Context: an optimization exercise on an open-source flow, tuned for small area and a short achievable clock period. The choices shown serve that exercise and are no tape-out recipe.
Only simulation tests tie the RTL to the original design; equivalence was not proved.

== build 75 ==
## mdu_ctrl
module mdu_ctrl
(
    input  logic        clk,
    input  logic        reset,
    input  logic        start,
    input  logic [2:0]  op,
    input  logic        we,
    input  logic [31:0] in1,
    input  logic [31:0] in2,
    output logic        busy,
    output logic [31:0] hi,
    output logic [31:0] lo
);
Settings: LEC_CHECK=0, ABC_AREA=1, CAP_MARGIN=20, CORE_MARGIN=2, CORE_UTILIZATION=40, SLEW_MARGIN=20; clock period 150.0 ns.
standard.sh (not shown) runs the stock make flow with config.mk's settings and CLKGATE_MAP_FILE= SYNTH_SCRIPT=/design/flow/synth_recipe.tcl, a recipe that flattens the netlist after the stock synthesis.
==> flow/flow/run.sh <==
#!/bin/bash
# Standard layout with two changes: the port buffers use the smallest plain
# buffer, and ABC's area script maps with &nf and leaves buffering to the
# placer; the MTHI/MTLO write decode is mapped on its own; CTS adds no dummy loads. The ORFS scripts folder is mirrored with links, and only
# abc_area.script is replaced.
set -e
mkdir -p scripts
for f in "$FLOW_HOME"/scripts/*; do ln -sf "$f" scripts/; done
rm -f scripts/abc_area.script
cp flow/abc_area.script scripts/abc_area.script
export BUFFER_PORTS_ARGS="-buffer_cell sky130_fd_sc_hd__buf_1"
bash standard.sh SCRIPTS_DIR="$PWD/scripts" SYNTH_KEEP_MODULES=mdu_wdec CTS_ARGS="-sink_clustering_enable -repair_clock_nets -dont_use_dummy_load" finish > standard.log 2>&1
==> flow/flow/abc_area.script <==
strash
&get -n
&dch
&nf -R 20
&put
topo
stime -c
upsize -c
dnsize -c
Setup changes, build 75 to build 38
diff --git a/flow/config.mk b/flow/config.mk
--- a/flow/config.mk
+++ b/flow/config.mk
@@ -10,3 +10,3 @@
 export CORE_MARGIN = 2
 export CORE_UTILIZATION = 40
-export SLEW_MARGIN = 20
+export SLEW_MARGIN = 55
Compared build 38 vs build 75, and setup slack after placement is up in build 38.
Build 38 against build 75: final wirelength +about 0.43%; final worst clock skew neither gained nor lost much; area of combinational cells with multiple inputs has increased; length of routed wiring on met1 held.
#### Input delta (build 41 over build 38)
diff --git a/flow/config.mk b/flow/config.mk
--- a/flow/config.mk
+++ b/flow/config.mk
@@ -10,3 +10,3 @@
 export CORE_MARGIN = 2
 export CORE_UTILIZATION = 40
-export SLEW_MARGIN = 55
+export SLEW_MARGIN = 30
==> summary.txt <==
- Between build 38 and build 41, the shortest period the worst path allows does not differ in any meaningful way.
- Per-cell via count in the routed design (build 41 over build 38): decrease, 0.53%


Starting RTL as in the previous note.
Design mdu_ctrl, start of the top module:
module mdu_ctrl
(
    input  logic        clk,
    input  logic        reset,
    input  logic        start,
    input  logic [2:0]  op,
    input  logic        we,
    input  logic [31:0] in1,
    input  logic [31:0] in2,
    output logic        busy,
    output logic [31:0] hi,
    output logic [31:0] lo
);
    logic        busy_q;      
    logic        idle_q;      
    logic [3:0]  cnt_q;
    logic [31:0] hi_q, lo_q;
    logic        mul_q;       
    logic        sgn_q;       
    logic        sa_q;        
    logic        bp_q;        
    logic [31:0] a_q;         
    logic [36:0] x_q;         
    logic [31:0] d_q;         
    localparam int BLK = 11;
    localparam int F1  = 2;
    localparam int F2  = 10;
    localparam int F3  = 10;
    localparam int F4  = 10;
    logic [32:0] m;
    logic        sb;
    logic        first, last;
    logic [35:0] x1, s1;      
    logic [36:2] x2, s2;      
    logic [38:1] x3, s3;      
    logic [40:0] x4, s4;      
    logic        one1, one2, one3, one4;
    logic        two1, two2, two3, two4;
    logic        dv1, dv2, dv3, dv4;
    logic        neg1, neg2, neg3, neg4;
    logic        g1, g2, g3, g4;    
    logic        accept;
  ...
export LEC_CHECK = 0
export ABC_AREA = 1
export CAP_MARGIN = 20
export CORE_MARGIN = 2
export CORE_UTILIZATION = 40
export SLEW_MARGIN = 55
create_clock -name core_clock -period 150.0 [get_ports {clk}]
==> flow/flow/run.sh <==
#!/bin/bash
# Standard layout with two changes: the port buffers use the smallest plain
# buffer, and ABC's area script maps with &nf and leaves buffering to the
# placer; the MTHI/MTLO write decode is mapped on its own. The ORFS scripts folder is mirrored with links, and only
# abc_area.script is replaced.
set -e
mkdir -p scripts
for f in "$FLOW_HOME"/scripts/*; do ln -sf "$f" scripts/; done
rm -f scripts/abc_area.script
cp flow/abc_area.script scripts/abc_area.script
export BUFFER_PORTS_ARGS="-buffer_cell sky130_fd_sc_hd__buf_1"
bash standard.sh SCRIPTS_DIR="$PWD/scripts" SYNTH_KEEP_MODULES=mdu_wdec finish > standard.log 2>&1
Scripts as last shown in full above: flow/flow/abc_area.script
The first run ran to the end with no violations.
Then changed:
--- a/flow/flow/run.sh
+++ b/flow/flow/run.sh
@@ -4 +4 @@
-# placer; the MTHI/MTLO write decode is mapped on its own. The ORFS scripts folder is mirrored with links, and only
+# placer; the MTHI/MTLO write decode is mapped on its own; CTS adds no dummy loads. The ORFS scripts folder is mirrored with links, and only
@@ -12 +12 @@
-bash standard.sh SCRIPTS_DIR="$PWD/scripts" SYNTH_KEEP_MODULES=mdu_wdec finish > standard.log 2>&1
+bash standard.sh SCRIPTS_DIR="$PWD/scripts" SYNTH_KEEP_MODULES=mdu_wdec CTS_ARGS="-sink_clustering_enable -repair_clock_nets -dont_use_dummy_load" finish > standard.log 2>&1
SLEW_MARGIN = 42   (was 55)
After rerunning: Synthesized cell count stays the same. Clock-buffer cell count goes down by 1. Maximum frequency hardly moves.
Then changed:
--- a/flow/flow/run.sh
+++ b/flow/flow/run.sh
@@ -4 +4 @@
-# placer; the MTHI/MTLO write decode is mapped on its own; CTS adds no dummy loads. The ORFS scripts folder is mirrored with links, and only
+# placer; the MTHI/MTLO write decode is mapped on its own. The ORFS scripts folder is mirrored with links, and only
@@ -12 +12 @@
-bash standard.sh SCRIPTS_DIR="$PWD/scripts" SYNTH_KEEP_MODULES=mdu_wdec CTS_ARGS="-sink_clustering_enable -repair_clock_nets -dont_use_dummy_load" finish > standard.log 2>&1
+bash standard.sh SCRIPTS_DIR="$PWD/scripts" SYNTH_KEEP_MODULES=mdu_wdec finish > standard.log 2>&1
Effect: The new run ran to the end with no violations. Sequential share of layout area shrinks by 0.17 points. Die area is unchanged. Critical path depth stays the same. Worst setup slack loses 0.020 ns.


The RTL this note starts from:
==> flow/design.v <==
package mdu_pkg;
    typedef enum logic [2:0] {
        OP_MULT  = 3'd0,
        OP_MULTU = 3'd1,
        OP_DIV   = 3'd2,
        OP_DIVU  = 3'd3,
        OP_MTHI  = 3'd4,
        OP_MTLO  = 3'd5,
        OP_NONE  = 3'd7
    } mdu_op_e;
    localparam int DEF_MULT_CYCLES = 5;
    localparam int DEF_DIV_CYCLES  = 10;
endpackage
module mdu_arith
#(
    parameter int LO   = 0,
    parameter int HI   = 35,
    parameter int MOFF = 0,
    parameter int DOFF = 3,
    parameter int TOP  = 35,    
    parameter int F    = 6,     
    parameter int BLK  = 7      
) (
    input  logic [HI:LO] x,
    input  logic [32:0]  m,
    input  logic         one,
    input  logic         two,
    input  logic         dv,
    input  logic         neg,
    output logic [HI:LO] s
);
    localparam int W  = HI - LO + 1;
    localparam int T  = HI - LO;                   
    localparam int NB = (T - F + BLK) / BLK;       
    logic [W-1:0] xv, yv, sv, gv, tv;
    logic [W:0]   c;
    logic [NB:0]  cb;                              
    function automatic logic mbit(input logic [32:0] v, input int i);
        if (i < 0)       mbit = 1'b0;
        else if (i > 32) mbit = v[32];
        else             mbit = v[i];
    endfunction
    assign xv = x;
    assign s  = sv;
    for (genvar f = LO; f <= HI; f++) begin : g_op
        assign yv[f-LO] = neg ^ ((one & mbit(m, f - MOFF)) | (two & mbit(m, f - MOFF - 1)) |
                                 (dv & mbit(m, f - DOFF)));
    end
    assign gv = xv & yv;
    assign tv = xv | yv;
    for (genvar b = 0; b < NB - 1; b++) begin : g_blk
        localparam int B0 = F + b * BLK;
        localparam int B1 = B0 + BLK - 1;
        logic gb, pb;
        always_comb begin
            gb = 1'b0;
            pb = 1'b1;
            for (int i = B0; i <= B1; i++) begin
                gb = gv[i] | (tv[i] & gb);
                pb = pb & tv[i];
            end
        end
        assign cb[b+1] = gb | (pb & cb[b]);
    end
    assign c[0] = neg;
    if (F == 0) begin : g_f0
        assign cb[0] = neg;
    end
    for (genvar i = 0; i < W; i++) begin : g_fa
        assign sv[i] = xv[i] ^ (yv[i] ^ c[i]);
        if (i + 1 >= F && i + 1 < F + NB * BLK && i + 1 <= T && ((i + 1 - F) % BLK) == 0) begin : g_cb
            if (i + 1 == F) begin : g_first
                assign cb[0] = (xv[i] & yv[i]) | (xv[i] & c[i]) | (yv[i] & c[i]);
            end
            assign c[i+1] = cb[(i + 1 - F) / BLK];
        end else begin : g_c
            assign c[i+1] = (xv[i] & yv[i]) | (xv[i] & c[i]) | (yv[i] & c[i]);
        end
    end
endmodule
module mdu_ctrl
(
    input  logic        clk,
    input  logic        reset,
    input  logic        start,
    input  logic [2:0]  op,
    input  logic        we,
    input  logic [31:0] in1,
    input  logic [31:0] in2,
    output logic        busy,
    output logic [31:0] hi,
    output logic [31:0] lo
);
    logic        busy_q;      
    logic        idle_q;      
    logic [3:0]  cnt_q;
    logic [31:0] hi_q, lo_q;
    logic        mul_q;       
    logic        sgn_q;       
    logic        sa_q;        
    logic        bp_q;        
    logic [31:0] a_q;         
    logic [36:0] x_q;         
    logic [31:0] d_q;         
    localparam int BLK = 11;
    localparam int F1  = 2;
    localparam int F2  = 10;
    localparam int F3  = 10;
    localparam int F4  = 10;
    logic [32:0] m;
    logic        sb;
    logic        first, last;
    logic [35:0] x1, s1;      
    logic [36:2] x2, s2;      
    logic [38:1] x3, s3;      
    logic [40:0] x4, s4;      
    logic        one1, one2, one3, one4;
    logic        two1, two2, two3, two4;
    logic        dv1, dv2, dv3, dv4;
    logic        neg1, neg2, neg3, neg4;
    logic        g1, g2, g3, g4;    
    logic        accept;
    logic        commit;
    logic [2:0]  hsel, lsel;      
    logic        div0;
    logic        nq, nr;
    logic [31:0] a_neg;
    logic [31:0] r_fix;
    logic [31:0] r_res;
    assign m     = {sgn_q & d_q[31], d_q};
    assign sb    = sgn_q & d_q[31];
    assign first = (cnt_q == 4'd0);
    assign last  = mul_q ? (cnt_q == 4'd4) : (cnt_q == 4'd9);
    function automatic logic [2:0] booth(input logic b2, input logic b1, input logic b0);
        booth = {b1 ^ b0, (b2 & ~b1 & ~b0) | (~b2 & b1 & b0), b2 & ~(b1 & b0)};
    endfunction
    assign x1 = {x_q[35:4], mul_q ? x_q[3:0] : a_q[31:28]};
    assign x2 = {s1[35], s1[35:2]};
    assign x3 = {{2{s2[36]}}, s2[36:2], s1[1]};
    assign x4 = {{2{s3[38]}}, s3[38:1], s1[0]};
    assign g1 = ~s1[35];
    assign g2 = ~s2[34];
    assign g3 = ~s3[33];
    assign g4 = ~s4[32];
    always_comb begin
        {one1, two1, dv1, neg1} = 4'b0000;
        {one2, two2, dv2, neg2} = 4'b0000;
        {one3, two3, dv3, neg3} = 4'b0000;
        {one4, two4, dv4, neg4} = 4'b0000;
        if (mul_q) begin
            if (last) begin
                one1 = ~sgn_q & bp_q;
            end else begin
                {one1, two1, neg1} = booth(a_q[1], a_q[0], bp_q);
                {one2, two2, neg2} = booth(a_q[3], a_q[2], a_q[1]);
                {one3, two3, neg3} = booth(a_q[5], a_q[4], a_q[3]);
                {one4, two4, neg4} = booth(a_q[7], a_q[6], a_q[5]);
            end
        end else begin
            if (last) begin
                one3 = x_q[36];
                neg3 = sb;
            end else begin
                dv1 = 1'b1; neg1 = ~x_q[36] ^ sb;
                dv2 = 1'b1; neg2 = g1 ^ sb;
                dv3 = 1'b1; neg3 = g2 ^ sb;
                dv4 = 1'b1; neg4 = g3 ^ sb;
            end
        end
    end
    mdu_arith #(.LO(0), .HI(35), .MOFF(0), .DOFF(3), .TOP(35), .F(F1), .BLK(BLK)) u_s1 (.x(x1), .m(m), .one(one1), .two(two1), .dv(dv1), .neg(neg1), .s(s1));
    mdu_arith #(.LO(2), .HI(36), .MOFF(2), .DOFF(2), .TOP(34), .F(F2), .BLK(BLK)) u_s2 (.x(x2), .m(m), .one(one2), .two(two2), .dv(dv2), .neg(neg2), .s(s2));
    mdu_arith #(.LO(1), .HI(38), .MOFF(4), .DOFF(1), .TOP(33), .F(F3), .BLK(BLK)) u_s3 (.x(x3), .m(m), .one(one3), .two(two3), .dv(dv3), .neg(neg3), .s(s3));
    mdu_arith #(.LO(0), .HI(40), .MOFF(6), .DOFF(0), .TOP(32), .F(F4), .BLK(BLK)) u_s4 (.x(x4), .m(m), .one(one4), .two(two4), .dv(dv4), .neg(neg4), .s(s4));
    function automatic logic [31:0] cneg(input logic [31:0] v, input logic n);
        logic t;
        t = 1'b0;
        for (int i = 0; i < 32; i++) begin
            cneg[i] = v[i] ^ t;
            t = t | (n & v[i]);
        end
    endfunction
    assign nq    = first ? (sgn_q & a_q[31]) : (!mul_q && (sa_q ^ sb));
    assign a_neg = cneg(a_q, nq);
    assign nr    = !mul_q && sa_q;
    assign r_fix = cneg(s3[35:4], nr);
    assign r_res = mul_q ? {s3[31:1], s1[0]} : r_fix;
    mdu_wdec u_wdec (
        .idle   (idle_q),
        .commit (commit),
        .start  (start),
        .op     (op),
        .we     (we),
        .hsel   (hsel),
        .lsel   (lsel)
    );
    assign accept = idle_q && start && (op[2] == 1'b0);
    assign div0   = !mul_q && (d_q == 32'd0);
    assign commit = !idle_q && last && !div0;
    always_ff @(posedge clk or posedge reset) begin
        if (reset) begin
            busy_q <= 1'b0;
            idle_q <= 1'b1;
            hi_q   <= 32'd0;
            lo_q   <= 32'd0;
        end else begin
            if (!idle_q) begin
                busy_q <= !last;
                idle_q <= last;
            end else begin
                busy_q <= accept;
                idle_q <= !accept;
            end
            hi_q <= ({32{hsel[2]}} & in1) | ({32{hsel[1]}} & r_res) | ({32{hsel[0]}} & hi_q);
            lo_q <= ({32{lsel[2]}} & in1) | ({32{lsel[1]}} & a_neg) | ({32{lsel[0]}} & lo_q);
        end
    end
    always_ff @(posedge clk) begin
        cnt_q <= idle_q ? 4'd0 : cnt_q + 4'd1;
    end
    always_ff @(posedge clk) begin
        if (idle_q) begin
            mul_q <= !op[1];
            sgn_q <= !op[0];
            bp_q  <= 1'b0;
            a_q   <= in1;
            x_q   <= 37'd0;
            d_q   <= in2;
        end else if (mul_q) begin
            bp_q <= a_q[7];
            a_q  <= {s4[7:0], a_q[31:8]};
            x_q  <= {{4{s4[40]}}, s4[40:8]};
        end else if (first) begin
            sa_q <= sgn_q & a_q[31];
            a_q  <= a_neg;
        end else begin
            a_q  <= {a_q[27:0], g1, g2, g3, g4};
            x_q  <= {s4[32:0], 4'd0};
        end
    end
    assign busy = busy_q;
    assign hi   = hi_q;
    assign lo   = lo_q;
endmodule
module mdu_wdec
(
    input  logic       idle,
    input  logic       commit,
    input  logic       start,
    input  logic [2:0] op,
    input  logic       we,
    output logic [2:0] hsel,
    output logic [2:0] lsel
);
    logic wr_hi, wr_lo;
    assign wr_hi = idle && !start && we && (op == mdu_pkg::OP_MTHI);
    assign wr_lo = idle && !start && we && (op == mdu_pkg::OP_MTLO);
    assign hsel = {wr_hi, commit, !wr_hi && !commit};
    assign lsel = {wr_lo, commit, !wr_lo && !commit};
endmodule
==> flow/config.mk <==
export PLATFORM = sky130hd
export DESIGN_NAME = mdu_ctrl
export DESIGN_NICKNAME = mdu_ctrl
export VERILOG_FILES = /design/flow/design.v
export SDC_FILE = /design/flow/constraint.sdc
export NUM_CORES = 4
export LEC_CHECK = 0
export ABC_AREA = 1
export CAP_MARGIN = 20
export CORE_MARGIN = 2
export CORE_UTILIZATION = 40
export PLACE_DENSITY = 0.75
export SLEW_MARGIN = 30
==> flow/constraint.sdc <==
create_clock -name core_clock -period 150.0 [get_ports {clk}]
set_input_delay 30.0000 -clock core_clock [delete_from_list [all_inputs] [get_ports {clk}]]
set_output_delay 30.0000 -clock core_clock [all_outputs]
set_load 0.01 [all_outputs]
==> flow/flow/run.sh <==
#!/bin/bash
# The standard layout (standard.sh, the ORFS flow), with these changes:
#  - synthesis: ABC's area script is replaced by flow/abc_area.script (&nf
#    mapping, no ABC buffering; the placer buffers). The ORFS scripts folder
#    is mirrored here with links so that only abc_area.script differs.
#  - synthesis: module mdu_wdec (the MTHI/MTLO select decode of the control
#    inputs) is kept apart while ABC maps, so that this short path from the
#    inputs is mapped on its own; the netlist is flattened afterwards as usual.
#  - placement: every port still gets a buffer, the smallest plain one (buf_1).
#  - CTS: no dummy loads.
# Each tool's output is in standard.log and in orfs/logs.
set -e
mkdir -p scripts
for f in "$FLOW_HOME"/scripts/*; do ln -sf "$f" scripts/; done
rm -f scripts/abc_area.script
cp flow/abc_area.script scripts/abc_area.script
export BUFFER_PORTS_ARGS="-buffer_cell sky130_fd_sc_hd__buf_1"
bash standard.sh SCRIPTS_DIR="$PWD/scripts" SYNTH_KEEP_MODULES=mdu_wdec \
  CTS_ARGS="-sink_clustering_enable -repair_clock_nets -dont_use_dummy_load" \
  finish > standard.log 2>&1
Scripts as last shown in full above: flow/flow/abc_area.script
Edit:
--- a/flow/config.mk
+++ b/flow/config.mk
@@ -12 +12 @@
-export PLACE_DENSITY = 0.75
+export GPL_ROUTABILITY_DRIVEN = 0
Cell area is about the same.
Setup slack improved by 0.093 ns.
Flip-flop and latch count is unchanged.
Synthesized area stays the same.
Non-clock buffer count came out higher by 1.
Utilization hardly moves.
First-iteration DRC count came out lower by 20%.
Edit:
--- a/flow/config.mk
+++ b/flow/config.mk
@@ -11,2 +11 @@
-export CORE_UTILIZATION = 40
-export GPL_ROUTABILITY_DRIVEN = 0
+export CORE_UTILIZATION = 55
Final cell count goes down by 6.0%.
Worst setup slack gets worse by 0.054 ns.
Area after synthesis does not change.
Global-route usage rises by 8.2 points.
Hold slack degrades by 0.0074 ns.
Wire length is lower by 4.7%.
Final area decreases by 1.0%.
Non-clock buffer count is lower by 1.
Clock-buffer cell count does not change.
Edit:
==> flow/flow/run.sh (replaced) <==
#!/bin/bash
# Standard layout with two changes: the port buffers use the smallest plain
# buffer, and ABC's area script maps with &nf and leaves buffering to the
# placer; the MTHI/MTLO write decode is mapped on its own; CTS adds no dummy loads. The ORFS scripts folder is mirrored with links, and only
# abc_area.script is replaced.
set -e
mkdir -p scripts
for f in "$FLOW_HOME"/scripts/*; do ln -sf "$f" scripts/; done
rm -f scripts/abc_area.script
cp flow/abc_area.script scripts/abc_area.script
export BUFFER_PORTS_ARGS="-buffer_cell sky130_fd_sc_hd__buf_1"
bash standard.sh SCRIPTS_DIR="$PWD/scripts" SYNTH_KEEP_MODULES=mdu_wdec CTS_ARGS="-sink_clustering_enable -repair_clock_nets -dont_use_dummy_load" finish > standard.log 2>&1
==> flow/flow/abc_area.script (replaced) <==
strash
&get -n
&dch
&nf -R 20 -E 50
&put
topo
stime -c
upsize -c
dnsize -c
--- a/flow/config.mk
+++ b/flow/config.mk
@@ -11 +11 @@
-export CORE_UTILIZATION = 55
+export CORE_UTILIZATION = 40
Outcome: The new run ran to the end with no violations. Via count barely changes. Routed wire length rose by about 5.5%. Cell area climbs by about 1.1%.

## re-timing with driven ports
No port has a modelled driver above. Below, the same layouts with a new extraction and two added sets of constraints. Step 1 (the two cells are an assumption about what drives the block):
set clk [get_ports {clk}]
set_driving_cell -lib_cell sky130_fd_sc_hd__clkbuf_16 $clk
set_driving_cell -lib_cell sky130_fd_sc_hd__buf_2 [delete_from_list [all_inputs] $clk]
Step 2 also shifts input and output timing later by t, the mid clock arrival at the registers, as if the neighbouring blocks saw the same clock. Slacks: no drivers / after step 1 / after step 2; pairs: no drivers / after step 1.
run	shift t [ns]	setup WS [ns]	worst slew at a driven data input, ns
build 75	0.498	118.910 / 118.926 / 118.448	0.05
build 38	0.504	118.947 / 118.914 / 118.480	0.04
build 41	0.504	118.949 / 118.918 / 118.482	0.05
the first run of note 2	0.517	118.947 / 118.907 / 118.467	0.04
the second run of note 2	0.509	118.913 / 118.918 / 118.443	0.05
the third run of note 2	0.517	118.893 / 118.906 / 118.413	0.05
the first run of note 3	0.494	118.841 / 118.878 / 118.384	0.06
the second run of note 3	0.507	118.934 / 118.877 / 118.577	0.05
the third run of note 3	0.499	118.880 / 118.895 / 118.413	0.04
the fourth run of note 3	0.517	118.907 / 118.851 / 118.553	0.04
After both steps setup and hold are still met in every run listed.
